Source: an optimization exercise on an open RTL-to-GDS flow (aim: small area, a short achievable clock period and few clock cycles). Production flows keep margins and buffers that such runs may drop.
Function was checked by simulation only, so behaviour that the tests miss may differ from the original.
No activity file was given, so power comes from the tool's default toggle rates.

## run.sh

```bash
#!/bin/bash
# synth_recipe.tcl (not shown) runs the flow's synth.tcl, then flattens the netlist and writes it again
# the make line also repeats each setting of config.mk as NAME=value (left out here)
make -C /OpenROAD-flow-scripts/flow DESIGN_CONFIG=/design/flow/config.mk WORK_HOME=/design/flow/orfs CLKGATE_MAP_FILE= SYNTH_SCRIPT=/design/flow/synth_recipe.tcl finish
```

## config.mk

```make
export PLATFORM = sky130hd
export DESIGN_NAME = serial_command_line_parser_top
export DESIGN_NICKNAME = serial_command_line_parser_top
export VERILOG_FILES = /design/flow/design.v
export SDC_FILE = /design/flow/constraint.sdc
export NUM_CORES = 4
export LEC_CHECK = 0
export CAP_MARGIN = 20
export CORE_MARGIN = 2
export CORE_UTILIZATION = 40
export SLEW_MARGIN = 20
```

## constraint.sdc

```tcl
create_clock -name core_clock -period 8.0 [get_ports {clk}]
set_input_delay 1.6000 -clock core_clock [delete_from_list [all_inputs] [get_ports {clk}]]
set_output_delay 1.6000 -clock core_clock [all_outputs]
set_load 0.01 [all_outputs]
```

## design.v

```verilog
package sclp_pkg;
  localparam int LINE_MAX = 32;
  localparam int ARG_W    = 31;
  localparam logic [ARG_W-1:0] SAT_MAX = {ARG_W{1'b1}};
  localparam logic [5:0] K_A     = 6'd10;
  localparam logic [5:0] K_C     = 6'd11;
  localparam logic [5:0] K_D     = 6'd12;
  localparam logic [5:0] K_E     = 6'd13;
  localparam logic [5:0] K_F     = 6'd14;
  localparam logic [5:0] K_G     = 6'd15;
  localparam logic [5:0] K_H     = 6'd16;
  localparam logic [5:0] K_I     = 6'd17;
  localparam logic [5:0] K_K     = 6'd18;
  localparam logic [5:0] K_L     = 6'd19;
  localparam logic [5:0] K_M     = 6'd20;
  localparam logic [5:0] K_N     = 6'd21;
  localparam logic [5:0] K_O     = 6'd22;
  localparam logic [5:0] K_P     = 6'd23;
  localparam logic [5:0] K_R     = 6'd24;
  localparam logic [5:0] K_S     = 6'd25;
  localparam logic [5:0] K_T     = 6'd26;
  localparam logic [5:0] K_U     = 6'd27;
  localparam logic [5:0] K_Q     = 6'd28;
  localparam logic [5:0] K_BLANK = 6'd29;
  localparam logic [5:0] K_OTHER = 6'd30;
  localparam logic [5:0] K_EOL   = 6'd32;
  localparam logic [5:0] K_BS    = 6'd33;
  localparam logic [3:0] CMD_PERIOD = 4'd8;
  localparam logic [3:0] CMD_STAGE  = 4'd9;
  localparam logic [5:0] S_START = 6'd0;    
  localparam logic [5:0] S_I1  = 6'd1;      
  localparam logic [5:0] S_I2  = 6'd2;      
  localparam logic [5:0] S_I3  = 6'd3;      
  localparam logic [5:0] S_I4  = 6'd4;      
  localparam logic [5:0] S_T1  = 6'd5;      
  localparam logic [5:0] S_T2  = 6'd6;      
  localparam logic [5:0] S_T3  = 6'd7;      
  localparam logic [5:0] S_T4  = 6'd8;      
  localparam logic [5:0] S_T5  = 6'd9;      
  localparam logic [5:0] S_M1  = 6'd10;     
  localparam logic [5:0] S_M2  = 6'd11;     
  localparam logic [5:0] S_M3  = 6'd12;     
  localparam logic [5:0] S_M4  = 6'd13;     
  localparam logic [5:0] S_M5  = 6'd14;     
  localparam logic [5:0] S_M6  = 6'd15;     
  localparam logic [5:0] S_MSP = 6'd16;     
  localparam logic [5:0] S_RST = 6'd17;     
  localparam logic [5:0] S_RE2 = 6'd18;     
  localparam logic [5:0] S_RE3 = 6'd19;     
  localparam logic [5:0] S_RE4 = 6'd20;     
  localparam logic [5:0] S_RE5 = 6'd21;     
  localparam logic [5:0] S_S1  = 6'd22;     
  localparam logic [5:0] S_S2  = 6'd23;     
  localparam logic [5:0] S_S3  = 6'd24;     
  localparam logic [5:0] S_S4  = 6'd25;     
  localparam logic [5:0] S_S5  = 6'd26;     
  localparam logic [5:0] S_S6  = 6'd27;     
  localparam logic [5:0] S_C1  = 6'd28;     
  localparam logic [5:0] S_CA2 = 6'd29;     
  localparam logic [5:0] S_CA3 = 6'd30;     
  localparam logic [5:0] S_CA4 = 6'd31;     
  localparam logic [5:0] S_CF2 = 6'd32;     
  localparam logic [5:0] S_CF3 = 6'd33;     
  localparam logic [5:0] S_CF4 = 6'd34;     
  localparam logic [5:0] S_H1  = 6'd35;     
  localparam logic [5:0] S_H2  = 6'd36;     
  localparam logic [5:0] S_H3  = 6'd37;     
  localparam logic [5:0] S_H4  = 6'd38;     
  localparam logic [5:0] S_P1  = 6'd39;     
  localparam logic [5:0] S_P2  = 6'd40;     
  localparam logic [5:0] S_P3  = 6'd41;     
  localparam logic [5:0] S_P4  = 6'd42;     
  localparam logic [5:0] S_P5  = 6'd43;     
  localparam logic [5:0] S_P6  = 6'd44;     
  localparam logic [5:0] S_PSP = 6'd45;     
  localparam logic [5:0] S_PD  = 6'd46;     
  localparam logic [5:0] S_K0  = 6'd47;     
  localparam logic [5:0] S_K1  = 6'd48;     
  localparam logic [5:0] S_K2  = 6'd49;     
  localparam logic [5:0] S_FS  = 6'd50;     
  localparam logic [5:0] S_RS  = 6'd51;     
  localparam logic [5:0] S_NS  = 6'd52;     
  localparam logic [5:0] S_FSM = 6'd53;     
  localparam logic [5:0] S_RSM = 6'd54;     
endpackage
import sclp_pkg::*;
module sclp_stage (
  input  logic [7:0] c,
  output logic [5:0] cls
);
  always_comb begin
    case (c)
      8'h30, 8'h31, 8'h32, 8'h33, 8'h34,
      8'h35, 8'h36, 8'h37, 8'h38, 8'h39: cls = {2'b00, c[3:0]};
      8'h41, 8'h61: cls = K_A;
      8'h43, 8'h63: cls = K_C;
      8'h44, 8'h64: cls = K_D;
      8'h45, 8'h65: cls = K_E;
      8'h46, 8'h66: cls = K_F;
      8'h47, 8'h67: cls = K_G;
      8'h48, 8'h68: cls = K_H;
      8'h49, 8'h69: cls = K_I;
      8'h4B, 8'h6B: cls = K_K;
      8'h4C, 8'h6C: cls = K_L;
      8'h4D, 8'h6D: cls = K_M;
      8'h4E, 8'h6E: cls = K_N;
      8'h4F, 8'h6F: cls = K_O;
      8'h50, 8'h70: cls = K_P;
      8'h52, 8'h72: cls = K_R;
      8'h53, 8'h73: cls = K_S;
      8'h54, 8'h74: cls = K_T;
      8'h55, 8'h75: cls = K_U;
      8'h3F:        cls = K_Q;
      8'h20, 8'h09: cls = K_BLANK;
      8'h0D, 8'h0A: cls = K_EOL;
      8'h08, 8'h7F: cls = K_BS;
      default:      cls = K_OTHER;
    endcase
  end
endmodule
import sclp_pkg::*;
module serial_command_line_parser_top (
  input  logic        clk,
  input  logic        rst_n,
  input  logic        in_valid,
  output logic        in_ready,
  input  logic [7:0]  in_rx_byte,
  output logic        out_valid,
  input  logic        out_ready,
  output logic [3:0]  out_cmd_code,
  output logic [30:0] out_cmd_arg
);
  logic             rdy_r, rdy_nxt;
  logic             bv_r, bv_nxt;
  logic [5:0]       cls_r, cls_nxt, cls_in;
  logic [5:0]       len_r, len_nxt;       
  logic [5:0]       st_r, st_nxt;         
  logic [5:0]       lnb_r, lnb_nxt;       
  logic             dead_r, dead_nxt;     
  logic [5:0]       ld_r, ld_nxt;         
  logic [4:0]       ds_r, ds_nxt;         
  logic [3:0]       v_r, v_nxt;           
  logic             z0_r, z0_nxt;         
  logic [ARG_W-1:0] acc_r, acc_nxt;
  logic [3:0]       dl_r, dl_nxt;
  logic             df_r, df_nxt;
  logic             sat_r, sat_nxt;       
  logic [5:0]       ls_r, ls_nxt;         
  logic             busy_r, busy_nxt;     
  logic             ov_r, ov_nxt;
  logic [3:0]       code_r, code_nxt;
  logic             consume;
  logic             is_eol, is_bs, is_blank, is_dig;
  logic [3:0]       dv;
  logic [34:0]      m;
  logic             m_sat;
  logic [ARG_W-1:0] m_val;
  logic [5:0]       k;
  logic [4:0]       t;
  logic             hit;
  logic [3:0]       hit_code;
  logic [ARG_W-1:0] hit_arg;
  logic             go_dead;
  sclp_stage u_cls (.c(in_rx_byte), .cls(cls_in));
  assign in_ready     = rdy_r;
  assign out_valid    = ov_r;
  assign out_cmd_code = code_r;
  assign out_cmd_arg  = acc_r;
  assign is_eol   = (cls_r == K_EOL);
  assign is_bs    = (cls_r == K_BS);
  assign is_blank = (cls_r == K_BLANK);
  assign is_dig   = (cls_r[5:4] == 2'b00) && (cls_r[3:0] <= 4'd9);
  assign dv       = cls_r[3:0];
  assign m     = {acc_r, 3'b000} + {3'b000, acc_r, 1'b0} + {31'd0, dl_r};
  assign m_sat = |m[34:31];
  assign m_val = m_sat ? SAT_MAX : m[ARG_W-1:0];
  assign k     = lnb_r - {1'b0, ds_r};
  assign t     = {dl_r, acc_r[ARG_W-1]};
  always_comb begin
    hit      = 1'b1;
    hit_code = 4'd0;
    hit_arg  = '0;
    case (st_r)
      S_I4, S_K0: hit_code = 4'd0;
      S_T5, S_K1: hit_code = 4'd1;
      S_M6, S_K2: hit_code = 4'd2;
      S_RE5:      hit_code = 4'd3;
      S_S6:       hit_code = 4'd4;
      S_CA4:      hit_code = 4'd5;
      S_CF4:      hit_code = 4'd6;
      S_H4:       hit_code = 4'd7;
      S_PD: begin
        hit_code = CMD_PERIOD;
        hit_arg  = df_r ? m_val : acc_r;
      end
      S_FS, S_FSM, S_NS: begin
        hit      = (v_r != 4'd0);
        hit_code = CMD_STAGE;
        hit_arg  = ARG_W'(v_r - 4'd1);
      end
      S_RS, S_RSM: begin
        hit      = (v_r != 4'd0);
        hit_code = CMD_STAGE;
        hit_arg  = ARG_W'(v_r + 4'd6);
      end
      default: hit = 1'b0;
    endcase
  end
  assign consume = bv_r && !busy_r && !(ov_r && (is_eol || (st_r == S_P6)));
  always_comb begin
    len_nxt  = len_r;
    st_nxt   = st_r;
    lnb_nxt  = lnb_r;
    dead_nxt = dead_r;
    ld_nxt   = ld_r;
    ds_nxt   = ds_r;
    v_nxt    = v_r;
    z0_nxt   = z0_r;
    acc_nxt  = acc_r;
    dl_nxt   = dl_r;
    df_nxt   = df_r;
    sat_nxt  = sat_r;
    ls_nxt   = ls_r;
    busy_nxt = busy_r;
    ov_nxt   = ov_r && !out_ready;
    code_nxt = code_r;
    go_dead  = 1'b0;
    if (busy_r) begin
      acc_nxt = {acc_r[ARG_W-2:0], (t >= 5'd10)};
      dl_nxt  = (t >= 5'd10) ? 4'(t - 5'd10) : t[3:0];
      ls_nxt  = ls_r - 6'd1;
      if (ls_r == 6'd0) busy_nxt = 1'b0;
    end else if (consume) begin
      if (is_eol) begin
        if (len_r != 6'd0) begin
          if (!dead_r && hit) begin
            ov_nxt   = 1'b1;
            code_nxt = hit_code;
            acc_nxt  = hit_arg;
          end
          len_nxt  = 6'd0;
          st_nxt   = S_START;
          dead_nxt = 1'b0;
        end
      end else if (is_bs) begin
        if (len_r != 6'd0) begin
          len_nxt = len_r - 6'd1;
          if (dead_r) begin
            if (len_r == ld_r) dead_nxt = 1'b0;
          end else if ((st_r != S_START) && (len_r == lnb_r)) begin
            lnb_nxt = lnb_r - 6'd1;
            case (st_r)
              S_I1, S_T1, S_M1, S_RST, S_S1, S_C1, S_H1, S_P1,
              S_K0, S_K1, S_K2:  st_nxt = S_START;
              S_I2:  st_nxt = S_I1;
              S_I3:  st_nxt = S_I2;
              S_I4:  st_nxt = S_I3;
              S_T2:  st_nxt = S_T1;
              S_T3:  st_nxt = S_T2;
              S_T4:  st_nxt = S_T3;
              S_T5:  st_nxt = S_T4;
              S_M2:  st_nxt = S_M1;
              S_M3:  st_nxt = S_M2;
              S_M4:  st_nxt = S_M3;
              S_M5:  st_nxt = S_M4;
              S_M6:  st_nxt = S_M5;
              S_MSP: st_nxt = S_M3;
              S_RE2: st_nxt = S_RST;
              S_RE3: st_nxt = S_RE2;
              S_RE4: st_nxt = S_RE3;
              S_RE5: st_nxt = S_RE4;
              S_S2:  st_nxt = S_S1;
              S_S3:  st_nxt = S_S2;
              S_S4:  st_nxt = S_S3;
              S_S5:  st_nxt = S_S4;
              S_S6:  st_nxt = S_S5;
              S_CA2: st_nxt = S_C1;
              S_CA3: st_nxt = S_CA2;
              S_CA4: st_nxt = S_CA3;
              S_CF2: st_nxt = S_C1;
              S_CF3: st_nxt = S_CF2;
              S_CF4: st_nxt = S_CF3;
              S_H2:  st_nxt = S_H1;
              S_H3:  st_nxt = S_H2;
              S_H4:  st_nxt = S_H3;
              S_P2:  st_nxt = S_P1;
              S_P3:  st_nxt = S_P2;
              S_P4:  st_nxt = S_P3;
              S_P5:  st_nxt = S_P4;
              S_P6:  st_nxt = S_P5;
              S_PSP: st_nxt = S_P6;
              S_FS: begin
                if (k == 6'd0) st_nxt = S_START;
                v_nxt = 4'd0;
              end
              S_FSM, S_RSM: begin
                if (k == 6'd0) st_nxt = S_MSP;
                v_nxt = 4'd0;
              end
              S_RS: begin
                if (k == 6'd1) st_nxt = S_RST;
                v_nxt = 4'd0;
              end
              S_NS: begin
                if (k == 6'd1) st_nxt = S_MSP;
                v_nxt = {3'b000, (v_r >= 4'd10)};
              end
              S_PD: begin
                if (sat_r) begin
                  if (len_nxt == ls_r) sat_nxt = 1'b0;
                end else if (df_r) begin
                  df_nxt = 1'b0;
                  if (k == 6'd1) st_nxt = S_PSP;
                end else if (k == 6'd1) begin
                  st_nxt  = S_PSP;
                  acc_nxt = '0;
                end else begin
                  busy_nxt = 1'b1;
                  ls_nxt   = 6'd30;
                  dl_nxt   = 4'd0;
                end
              end
              default: ;
            endcase
          end
        end
      end else if (len_r == 6'(LINE_MAX)) begin
        len_nxt  = 6'd0;
        st_nxt   = S_START;
        dead_nxt = 1'b0;
      end else begin
        len_nxt = len_r + 6'd1;
        if (len_r == 6'd0) z0_nxt = !is_blank;
        if (dead_r) begin
        end else if (is_blank) begin
          if (len_r == lnb_r) begin
            if (st_r == S_M3) begin
              st_nxt  = S_MSP;
              lnb_nxt = len_nxt;
            end else if (st_r == S_P6) begin
              st_nxt  = S_PSP;
              lnb_nxt = len_nxt;
              acc_nxt = '0;
              df_nxt  = 1'b0;
              sat_nxt = 1'b0;
            end
          end
        end else if ((st_r != S_START) && (len_r != lnb_r)) begin
          go_dead = 1'b1;     
        end else if ((len_r == 6'(LINE_MAX - 1)) && z0_r) begin
        end else begin
          lnb_nxt = len_nxt;
          case (st_r)
            S_START: begin
              case (cls_r)
                K_I: st_nxt = S_I1;
                K_T: st_nxt = S_T1;
                K_M: st_nxt = S_M1;
                K_R: st_nxt = S_RST;
                K_S: st_nxt = S_S1;
                K_C: st_nxt = S_C1;
                K_H: st_nxt = S_H1;
                K_P: st_nxt = S_P1;
                K_F: begin
                  st_nxt = S_FS;
                  v_nxt  = 4'd0;
                  ds_nxt = 5'(len_nxt);
                end
                6'd0: st_nxt = S_K0;
                6'd1: st_nxt = S_K1;
                6'd2: st_nxt = S_K2;
                default: go_dead = 1'b1;
              endcase
            end
            S_I1: if (cls_r == K_D) st_nxt = S_I2; else go_dead = 1'b1;
            S_I2: if (cls_r == K_L) st_nxt = S_I3; else go_dead = 1'b1;
            S_I3: if (cls_r == K_E) st_nxt = S_I4; else go_dead = 1'b1;
            S_T1: if (cls_r == K_R) st_nxt = S_T2; else go_dead = 1'b1;
            S_T2: if (cls_r == K_A) st_nxt = S_T3; else go_dead = 1'b1;
            S_T3: if (cls_r == K_C) st_nxt = S_T4; else go_dead = 1'b1;
            S_T4: if (cls_r == K_K) st_nxt = S_T5; else go_dead = 1'b1;
            S_M1: if (cls_r == K_A) st_nxt = S_M2; else go_dead = 1'b1;
            S_M2: if (cls_r == K_N) st_nxt = S_M3; else go_dead = 1'b1;
            S_M3: if (cls_r == K_U) st_nxt = S_M4; else go_dead = 1'b1;
            S_M4: if (cls_r == K_A) st_nxt = S_M5; else go_dead = 1'b1;
            S_M5: if (cls_r == K_L) st_nxt = S_M6; else go_dead = 1'b1;
            S_RE2: if (cls_r == K_C) st_nxt = S_RE3; else go_dead = 1'b1;
            S_RE3: if (cls_r == K_A) st_nxt = S_RE4; else go_dead = 1'b1;
            S_RE4: if (cls_r == K_L) st_nxt = S_RE5; else go_dead = 1'b1;
            S_S1: if (cls_r == K_T) st_nxt = S_S2; else go_dead = 1'b1;
            S_S2: if (cls_r == K_A) st_nxt = S_S3; else go_dead = 1'b1;
            S_S3: if (cls_r == K_T) st_nxt = S_S4; else go_dead = 1'b1;
            S_S4: if (cls_r == K_U) st_nxt = S_S5; else go_dead = 1'b1;
            S_S5: if (cls_r == K_S) st_nxt = S_S6; else go_dead = 1'b1;
            S_C1: if (cls_r == K_A) st_nxt = S_CA2;
                  else if (cls_r == K_F) st_nxt = S_CF2;
                  else go_dead = 1'b1;
            S_CA2: if (cls_r == K_L) st_nxt = S_CA3; else go_dead = 1'b1;
            S_CA3: if (cls_r == K_Q) st_nxt = S_CA4; else go_dead = 1'b1;
            S_CF2: if (cls_r == K_G) st_nxt = S_CF3; else go_dead = 1'b1;
            S_CF3: if (cls_r == K_Q) st_nxt = S_CF4; else go_dead = 1'b1;
            S_H1: if (cls_r == K_E) st_nxt = S_H2; else go_dead = 1'b1;
            S_H2: if (cls_r == K_L) st_nxt = S_H3; else go_dead = 1'b1;
            S_H3: if (cls_r == K_P) st_nxt = S_H4; else go_dead = 1'b1;
            S_P1: if (cls_r == K_E) st_nxt = S_P2; else go_dead = 1'b1;
            S_P2: if (cls_r == K_R) st_nxt = S_P3; else go_dead = 1'b1;
            S_P3: if (cls_r == K_I) st_nxt = S_P4; else go_dead = 1'b1;
            S_P4: if (cls_r == K_O) st_nxt = S_P5; else go_dead = 1'b1;
            S_P5: if (cls_r == K_D) st_nxt = S_P6; else go_dead = 1'b1;
            S_RST: begin
              if (cls_r == K_E) st_nxt = S_RE2;
              else if (is_dig && (dv <= 4'd7)) begin
                st_nxt = S_RS;
                v_nxt  = dv;
                ds_nxt = 5'(len_r);
              end else go_dead = 1'b1;
            end
            S_MSP: begin
              if (cls_r == K_F) begin
                st_nxt = S_FSM;
                v_nxt  = 4'd0;
                ds_nxt = 5'(len_nxt);
              end else if (cls_r == K_R) begin
                st_nxt = S_RSM;
                v_nxt  = 4'd0;
                ds_nxt = 5'(len_nxt);
              end else if (is_dig) begin
                st_nxt = S_NS;
                v_nxt  = dv;
                ds_nxt = 5'(len_r);
              end else go_dead = 1'b1;
            end
            S_FS, S_FSM, S_RS, S_RSM: begin
              if (is_dig && (v_r == 4'd0) && (dv <= 4'd7)) v_nxt = dv;
              else go_dead = 1'b1;
            end
            S_NS: begin
              if (is_dig && (v_r == 4'd0)) v_nxt = dv;
              else if (is_dig && (v_r == 4'd1) && (dv <= 4'd4)) v_nxt = 4'd10 + dv;
              else go_dead = 1'b1;
            end
            S_PSP: begin
              if (is_dig) begin
                st_nxt = S_PD;
                ds_nxt = 5'(len_r);
                dl_nxt = dv;
                df_nxt = 1'b1;
              end else go_dead = 1'b1;
            end
            S_PD: begin
              if (!is_dig) go_dead = 1'b1;
              else if (sat_r) begin
              end else if (!df_r) begin
                dl_nxt = dv;
                df_nxt = 1'b1;
              end else if (m_sat) begin
                sat_nxt = 1'b1;
                ls_nxt  = len_r;
              end else begin
                acc_nxt = m[ARG_W-1:0];
                dl_nxt  = dv;
              end
            end
            default: go_dead = 1'b1;
          endcase
        end
        if (go_dead) begin
          st_nxt   = st_r;
          lnb_nxt  = lnb_r;
          v_nxt    = v_r;
          ds_nxt   = ds_r;
          acc_nxt  = acc_r;
          dl_nxt   = dl_r;
          df_nxt   = df_r;
          sat_nxt  = sat_r;
          ls_nxt   = ls_r;
          dead_nxt = 1'b1;
          ld_nxt   = len_nxt;
        end
      end
    end
    bv_nxt  = (in_valid && rdy_r) || (bv_r && !consume);
    cls_nxt = (in_valid && rdy_r) ? cls_in : cls_r;
    rdy_nxt = !bv_nxt || (!busy_nxt &&
              !(ov_nxt && ((cls_nxt == K_EOL) || (st_nxt == S_P6))));
  end
  always_ff @(posedge clk) begin
    if (!rst_n) begin
      rdy_r  <= 1'b1;
      bv_r   <= 1'b0;
      len_r  <= 6'd0;
      st_r   <= S_START;
      dead_r <= 1'b0;
      busy_r <= 1'b0;
      ov_r   <= 1'b0;
    end else begin
      rdy_r  <= rdy_nxt;
      bv_r   <= bv_nxt;
      len_r  <= len_nxt;
      st_r   <= st_nxt;
      dead_r <= dead_nxt;
      busy_r <= busy_nxt;
      ov_r   <= ov_nxt;
    end
  end
  always_ff @(posedge clk) begin
    cls_r  <= cls_nxt;
    lnb_r  <= lnb_nxt;
    ld_r   <= ld_nxt;
    ds_r   <= ds_nxt;
    v_r    <= v_nxt;
    z0_r   <= z0_nxt;
    acc_r  <= acc_nxt;
    dl_r   <= dl_nxt;
    df_r   <= df_nxt;
    sat_r  <= sat_nxt;
    ls_r   <= ls_nxt;
    code_r <= code_nxt;
  end
endmodule
```

==> run summary <==
[worst min-delay path, cell delays in order, from the launching register on]
cell	delay, ns
edfxtp_1	0.35
a222oi_1	0.10
inv_1	0.06
[registers in the layout (all words and copies together), names as in the netlist, 5 cells and up]
signal	count
len_r	6
st_r	6
cls_r	6
ls_r	6
lnb_r	6
ld_r	6
acc_r	31
ds_r	5
[synthesized netlist by cell type, drive strengths merged, types with 13 or more instances]
cell type	count
nand3b	14
and3	13
inv	50
nand3	76
a22oi	29
nor2	153
clkbuf	60
a31oi	21
nor2b	33
o211ai	21
nand2b	31
xnor2	35
o21ai	116
nand2	142
dfxtp	23
nand4	13
nor3	51
a21oi	114
nor4	23
ha	79
o22ai	26
a211oi	20
xor2	29
and2	18
edfxtp	69
a21o	14
buf	54
[routing by layer]
metal | share of wire | vias up | track usage
met4 | 0.050 | 0 | 0.137
met1 | 0.43 | 6059 | 0.373
met5 | 0 | - | 0
li1 | - | 5893 | -
met2 | 0.44 | 623 | 0.427
met3 | 0.073 | 157 | 0.0441
[cell usage in the layout, fill, tap and decap left out, drive strengths merged, types with 18 or more instances in the layout]
cell / instances
nand2: 142
nor4: 23
dfxtp: 23
o211ai: 21
buf: 26
nand3: 76
nor3: 51
nor2: 153
xor2: 29
a31oi: 21
edfxtp: 69
inv: 53
a211oi: 20
xnor2: 35
and2: 18
ha: 79
a21oi: 114
clkdlybuf4s50: 48
nor2b: 33
o21ai: 116
o22ai: 26
nand2b: 31
a22oi: 29
[cells by family (layout without fill, tap and decap cells)]
family / count (synthesis) / in the layout
AND/OR/NAND/NOR: 643 / 643
buffers and inverters: 166 / 142
flip-flops: 92 / 92
AO/OA/AOI/OAI: 516 / 516
multiplexers: 8 / 8
adder cells (fa/ha/maj): 82 / 82
XOR/XNOR: 64 / 64
[worst max-delay path by stage]
stage | from | to | slack [ns]
2_1_floorplan | acc_r[0] | acc_r[0] | 2.64
3_3_place_gp | in_rx_byte[3] | rdy_r | 3.08
3_5_place_dp | in_rx_byte[3] | rdy_r | 2.99
4_1_cts | acc_r[0] | ls_r[1] | 3.10
5_1_grt | acc_r[0] | ls_r[1] | 2.76
6_report | acc_r[0] | ls_r[3] | 3.10
[final cells by class]
| cell class | count | area (um^2) |
|---|---|---|
| clock buffer | 12 | 256 |
| inverter | 52 | 195 |
| multi-input combinational | 1313 | 8640 |
| sequential | 92 | 2530 |
| fill | 3017 | 16600 |
| timing repair buffer | 74 | 676 |
| clock inverter | 4 | 31.3 |
| tap | 390 | 488 |
[power by group through the flow]
stage	registers, uW	clock network, uW	logic, uW
after floorplan	607	0	1070
after global placement	628	0	1480
after detailed placement	629	0	1480
after CTS	618	446	1490
after global routing	626	462	1640
final	618	441	1550
[metrics by stage]
step | worst slack, ns | utilization | instances | instance area [um^2]
2_1_floorplan | 2.64 | - | 1571 | 11900
3_3_place_gp | 3.08 | 0.426 | 1921 | 12500
3_5_place_dp | 2.99 | 0.426 | 1921 | 12500
4_1_cts | 3.10 | 0.436 | 1937 | 12800
5_1_grt | 2.76 | 0.436 | 1937 | 12800
6_report | 3.10 | 0.436 | 1937 | 12800
==> impl_metrics.tcl <==
set metrics [dict create \
    pwr-share-comb 0.595 \
    nets 1636 \
    cp.depth 13 \
    drv_slew 0 \
    ctsHoldBuffers 0 \
    setup-tns-final_ns 0 \
    antenna_found_initial 0 \
    tightest_slew_ns 0.985 \
    worstSkewPairLatency_ns 0.37 \
    p_sw_uw 1330 \
    path_cells "fa_1 -> inv_1 -> fa_1 -> nor2b_1 -> o21a_1 -> o21ai_1 -> a2111oi_1 -> o21a_1 -> nor3_2 -> a311o_1 -> a21oi_2 -> nor3_1 -> o31ai_1" \
    grt_pass1_wl_um 67800 \
    maxCapViolCount 0 \
    grt_start_max_net_pins 61 \
    ys_top_cells_by_area "edfxtp_1 17%, ha_1 8.3%, nor2_1 4.7%, a21oi_1 4.7%, o21ai_0 4.7%" \
    rows 63 \
    synth_top_area_share 0.175 \
    die_y_um 176 \
    coreArea_um2 29400 \
    synth_top_area_cell "edfxtp_1" \
    start_util 0.403 \
    synthAdderAreaFrac 0.0884 \
    drcViolationCount 0 \
    total_power_uw 2610 \
    critPathRequiredTime_ns 7.99 \
    numCtsBuffers 9 \
    skew_ns 0.0166 \
    areaGrowthSynthToFinish_pct 8.09 \
    rsz0062_at_grt "no" \
    setup-violations-final 0 \
    worstHoldEndpoint "ds_r[3]" \
    antenna_cells 0 \
    internal_power_uw 1280 \
    h-tree-depth 3 \
    synth-edff-count 69 \
    r2r-end "ls_r[3]" \
    worstPathArrival_ns 4.89 \
    hold_violations 0 \
    startpoint_type "flip-flop" \
    status "timing/DRC/antenna clean" \
    wl_um 43500 \
    ant_nets 0 \
    hold_depth 2 \
    tritoncts "yes" \
    min_from "ds_r[3]" \
    dieArea_um2 31000 \
    synth_xor_area_frac 0.0473 \
    crit_family "compound AO/OA/AOI/OAI gates" \
    period_minus_slack_ns 4.90 \
    synth.avg_cell_area_um2 7.55 \
    first_iter_violations 1663 \
    place_hpwl_um 31800 \
    track_usage 0.276 \
    slowest_delay_ns 0.74 \
    synthFlopType "edfxtp_1" \
    ys_ff_latch 92 \
    crit_slowest_cell "o31ai_1" \
    cts_resized 0 \
    swShare 0.509 \
    synthMuxAreaShare 0.00707 \
    hold_path_class "flip-flop to flip-flop" \
    hold_slack_ns 0.606 \
    maxSlewHeadroom 0.338 \
    synth.distinct_cells 108 \
    cp_max_fo 7 \
    clk_pin_slew_ns 0.08 \
    yosysSeqAreaShare 0.214 \
    pwr-share-clk 0.169 \
    power.density_nw_per_um2 204 \
    seq_power_share 0.237 \
    grt_pass1_vias 11900 \
    drive_above_1_share 0.0640 \
    ys_warn_count 2 \
    post_cts_buffers 0 \
    criticalPathCategory "flip-flop to flip-flop" \
    async_reset_ff_frac 0 \
    cts_max_path_buffers 2 \
    clockRootBuffer "clkbuf_16" \
    synth_top_family_by_area "compound AO/OA/AOI/OAI gates" \
    die_w_um 176 \
    reg2reg_slack_ns 3.10 \
    ir_drop_mv 0.129 \
    portBuffers 48 \
    reg2reg_from "acc_r[0]" \
    ios 49 \
    reg2reg_depth 13 \
    yosys.area_share.simple 0.286 \
    vias 12700 \
    syn-num-nets 1665 \
    cp-end-kind "flip-flop" \
    finalCritPeriodShare 0.612 \
    syn_area_um2 11900 \
    wl_per_cell_um 22.5 \
    drt_first_pass_iters 6 \
    syn_inst 1571 \
    overflow 0 \
    cp.buffers_inverters 1 \
    synth_compound_area_frac 0.298 \
    power.leakage_uw 0.00466 \
    viasPerCell 6.57 \
    place_congestion 1.05 \
    cts_sinks 92 \
    max_freq_mhz 204 \
]
Testbench counts, summed over its fixed seeds: cycles 21,597.

## port drivers added, routing unchanged
The results above use ideal ports. As a check the final layout listed here was re-extracted and re-timed, cells and wires unchanged.
Step 1 assumes that a clkbuf_16 drives the clock port and a buf_2 every other input.
Step 2, shift: input delay + t, output delay - t, t = (earliest + latest rising clock arrival at the registers) / 2. This alone moves slack from input paths to output paths.
Three values: ideal ports, drivers, drivers and shift; two values: the first two.
t (ns): 0.418
setup slack, ns: 3.104 / 3.104 / 2.994
slew at the worst register clock pin (ns): 0.08 / 0.08
After both steps this run still meets setup and hold. For this run, drivers alone change the setup slack by 0.000 ns; drivers and shift together by -0.110 ns.
